This design comes from an exercise in tuning for small area and a short achievable clock period on the open sky130 flow, not from production work. The RTL was checked by simulation tests, not by an equivalence proof against the original design. Power and IR drop assume default switching activity.

## coeff_loader
module coeff_loader #(
  parameter int TAPS    = coeff_loader_pkg::DEFAULT_TAPS,
  parameter int BW      = coeff_loader_pkg::DEFAULT_BW,
  parameter int TIMEOUT = 16
) (
  input  logic                        clk,
  input  logic                        rst,
  input  logic                        wr_en,
  input  logic [$clog2(TAPS)-1:0]     wr_addr,
  input  logic signed [BW-1:0]        wr_data,
  input  logic                        start,
  input  logic                        abort,
  output logic                        cfg_vld,
  output logic signed [BW-1:0]        cfg_data,
  output logic                        cfg_done_in,
  input  logic                        cfg_done_out,
  output logic                        busy,
  output logic                        done,
  output logic                        err
);
For scale: about 6,000 cells after synthesis, roughly 2,200 flip-flops, ~50 I/O pins, roughly 70,000 um^2 of cells after synthesis.
==> module coeff_loader, before the edit <==
module coeff_loader #(
  parameter int TAPS    = coeff_loader_pkg::DEFAULT_TAPS,
  parameter int BW      = coeff_loader_pkg::DEFAULT_BW,
  parameter int TIMEOUT = 16
) (
  input  logic                        clk,
  input  logic                        rst,
  input  logic                        wr_en,
  input  logic [$clog2(TAPS)-1:0]     wr_addr,
  input  logic signed [BW-1:0]        wr_data,
  input  logic                        start,
  input  logic                        abort,
  output logic                        cfg_vld,
  output logic signed [BW-1:0]        cfg_data,
  output logic                        cfg_done_in,
  input  logic                        cfg_done_out,
  output logic                        busy,
  output logic                        done,
  output logic                        err
);
  localparam int AW = $clog2(TAPS);
  localparam int TW = $clog2(TIMEOUT);
  logic          i_idle, i_sync, i_nsend, i_wait;
  logic          s_idle, s_sync, s_send, s_wait;
  logic          n_sync, n_send, n_wait, n_ack, n_stay, n_to, go;
  logic [TW-1:0] tcnt;      
  localparam int LW = 4;
  localparam int NL = 1 << LW;
  localparam int NH = TAPS / NL;
  logic [NL-1:0] rlo_n;     
  logic [NH-1:0] rhi_n;     
  logic          r_one;     
  assign s_idle = i_idle;
  assign s_sync = i_sync;
  assign s_send = !i_nsend;
  assign s_wait = i_wait;
  assign n_sync = !abort & s_idle & start;
  assign r_one  = !(rlo_n[1] | rhi_n[0]);
  assign n_send = !abort & (s_sync | (s_send & !r_one));
  assign n_stay = !abort & s_wait & !cfg_done_out & (tcnt != TW'(TIMEOUT - 1));
  assign n_to   = !abort & s_wait & !cfg_done_out & (tcnt == TW'(TIMEOUT - 1));
  assign n_wait = (!abort & s_send & r_one) | n_stay;
  assign n_ack  = !abort & s_wait & cfg_done_out;
  assign go     = n_sync | n_send;
  always_ff @(posedge clk or posedge rst) begin
    if (rst) begin
      i_idle      <= 1'b1;
      i_sync      <= 1'b0;
      i_nsend     <= 1'b1;
      i_wait      <= 1'b0;
      tcnt        <= '0;
      rlo_n       <= {{(NL-1){1'b1}}, 1'b0};
      rhi_n       <= {{(NH-1){1'b1}}, 1'b0};
      busy        <= 1'b0;
      cfg_vld     <= 1'b0;
      cfg_done_in <= 1'b0;
      done        <= 1'b0;
      err         <= 1'b0;
    end else begin
      i_idle      <= !(go | n_wait | n_ack);
      i_sync      <= n_sync;
      i_nsend     <= !n_send;
      i_wait      <= n_wait;
      tcnt        <= n_stay ? tcnt + TW'(1) : '0;
      rlo_n       <= go ? {rlo_n[NL-2:0], rlo_n[NL-1]} : {{(NL-1){1'b1}}, 1'b0};
      if (!go)
        rhi_n <= {{(NH-1){1'b1}}, 1'b0};
      else if (!rlo_n[NL-1])
        rhi_n <= {rhi_n[NH-2:0], rhi_n[NH-1]};
      busy        <= go | n_wait | n_ack;
      cfg_vld     <= n_send;
      cfg_done_in <= n_sync | n_ack;
      done        <= n_ack;
      if (n_sync)
        err <= 1'b0;
      else if (n_to)
        err <= 1'b1;
    end
  end
  logic          par;                
  logic          wv;                 
  logic [AW-1:0] wa;                 
  logic [BW-1:0] wd;                 
  logic          wz;                 
  logic          wh;                 
  always_ff @(posedge clk) begin
    par <= !par;
    wv  <= wr_en & s_idle;
    wz  <= wr_en & s_idle & (wr_addr == '0);
    wh  <= wr_en & s_idle & (wr_addr == {{(AW-1){1'b0}}, n_sync});
    wa  <= wr_addr;
    wd  <= wr_data ^ {BW{!par}};
  end
  logic [TAPS-1:0] we, hold;
  coeff_loader_dec #(.AW(AW), .N(TAPS)) u_we (.a(wa), .en(wv), .y(we));
  for (genvar i = 0; i < TAPS; i++) begin : g_hold
    coeff_loader_inv u (.a(we[i]), .y(hold[i]));
  end
  logic [BW-1:0] mem [TAPS];
  logic [BW-1:0] mem_d [TAPS];
  for (genvar i = 0; i < TAPS; i++) begin : g_word
    for (genvar b = 0; b < BW; b++) begin : g_bit
      coeff_loader_oai22 u (
        .a1(mem[i][b]), .a2(we[i]), .b1(hold[i]), .b2(wd[b]), .y(mem_d[i][b]));
    end
  end
  always_ff @(posedge clk) begin
    for (int i = 0; i < TAPS; i++)
      mem[i] <= mem_d[i];
  end
  localparam int NG = 6;
  localparam int G1 = TAPS / NG;
  logic [TAPS-1:0]    rsel, sel;
  logic [BW-1:0]      rd;
  logic [NG*BW-1:0]   rp, rq;
  logic [TAPS*BW-1:0] mem_flat;
  always_comb
    for (int i = 0; i < TAPS; i++)
      mem_flat[i*BW +: BW] = mem[i];
  coeff_loader_dec2 #(.NL(NL), .NH(NH)) u_rdec (.lo_n(rlo_n), .hi_n(rhi_n), .y(rsel));
  assign sel = {rsel[TAPS-1:2], rsel[1:0] & {2{!wh}}};
  coeff_loader_rdgrp #(.BW(BW), .N(G1 + 1)) u_rd0 (
    .sel({wh, sel[G1-1:0]}), .d({wd, mem_flat[G1*BW-1:0]}), .y_n(rp[BW-1:0]));
  for (genvar g = 1; g < NG; g++) begin : g_rd
    localparam int S = (g * TAPS) / NG;
    localparam int N = ((g + 1) * TAPS) / NG - (g * TAPS) / NG;
    coeff_loader_rdgrp #(.BW(BW), .N(N)) u_rd (
      .sel(sel[S +: N]), .d(mem_flat[S*BW +: N*BW]), .y_n(rp[g*BW +: BW]));
  end
  always_ff @(posedge clk)
    rq <= rp;
  always_comb begin
    rd = '0;
    for (int g = 0; g < NG; g++)
      rd = rd | ~rq[g*BW +: BW];
  end
  logic [BW-1:0] cfg_val, cfg_hold_n;
  assign cfg_val = ((s_sync & wz) ? wd : ~rd) ^ {BW{par}};
  always_ff @(posedge clk or posedge rst) begin
    if (rst) begin
      cfg_data   <= '0;
      cfg_hold_n <= '1;
    end else begin
      cfg_data   <= n_send ? cfg_val : ~cfg_hold_n;
      cfg_hold_n <= n_send ? ~cfg_val : cfg_hold_n;
    end
  end
endmodule
export LEC_CHECK = 0
export CAP_MARGIN = 20
export CORE_MARGIN = 2
export CORE_UTILIZATION = 40
export CTS_CLUSTER_DIAMETER = 80
export CTS_CLUSTER_SIZE = 24
export SETUP_SLACK_MARGIN = 3.5
export SLEW_MARGIN = 20
export SYNTH_HIERARCHICAL = 1
export SYNTH_MINIMUM_KEEP_SIZE = 0
create_clock -name core_clock -period 6.0 [get_ports {clk}]
run.sh (not shown) runs the stock make flow with config.mk's settings and CLKGATE_MAP_FILE= SYNTH_SCRIPT=/design/flow/synth_recipe.tcl, a recipe that flattens the netlist after the stock synthesis.
==> next run, changes <==
--- a/flow/design.v
+++ b/flow/design.v
@@ -143,20 +143,15 @@
   always_comb begin
     rd = '0;
     for (int g = 0; g < NG; g++)
       rd = rd | ~rq[g*BW +: BW];
   end
-  logic [BW-1:0] cfg_val, cfg_hold_n;
-  assign cfg_val = ((s_sync & wz) ? wd : ~rd) ^ {BW{par}};
   always_ff @(posedge clk or posedge rst) begin
-    if (rst) begin
-      cfg_data   <= '0;
-      cfg_hold_n <= '1;
-    end else begin
-      cfg_data   <= n_send ? cfg_val : ~cfg_hold_n;
-      cfg_hold_n <= n_send ? ~cfg_val : cfg_hold_n;
-    end
+    if (rst)
+      cfg_data <= '0;
+    else if (n_send)
+      cfg_data <= ((s_sync & wz) ? wd : ~rd) ^ {BW{par}};
   end
 endmodule
 module coeff_loader_dec #(
   parameter int AW = 7,
   parameter int N  = 128
Outcome:
- synthesized cell count came out lower slightly
- power barely changes
- global-route usage came out lower by 0.12 points
- sequential share of layout area hardly moves
- final cell count came out lower slightly
- worst setup slack loses 11 ps
- sequential power is about the same
- hold slack stays flat
- die area came out lower slightly
- clock skew came out higher by 7.9 ps

afterwards: timing with drivers on the ports:
No port has a modelled driver above. Below, the same layouts with a new extraction and two added sets of constraints.
Step 1 (the two cells are an assumption about what drives the block):
set clk [get_ports {clk}]
set_driving_cell -lib_cell sky130_fd_sc_hd__clkbuf_16 $clk
set_driving_cell -lib_cell sky130_fd_sc_hd__buf_2 [delete_from_list [all_inputs] $clk]
Step 2 also shifts input and output timing later by t, the mid clock arrival at the registers, as if the neighbouring blocks saw the same clock.
Slacks: ideal ports / drivers / drivers and shift; pairs: ideal ports / drivers.
run	t (ns)	setup slack, ns	worst hold slack (ns)	cell pins on the clock port's net
the first run	0.867	3.333 / 3.252 / 2.816	0.444 / 0.444 / 0.444	1
the second run	0.863	3.322 / 3.322 / 2.973	0.445 / 0.445 / 0.445	1
After both steps setup and hold are still met in every run listed. For the first run, which loses most, drivers alone change the setup slack by -0.081 ns; drivers and shift together by -0.517 ns.
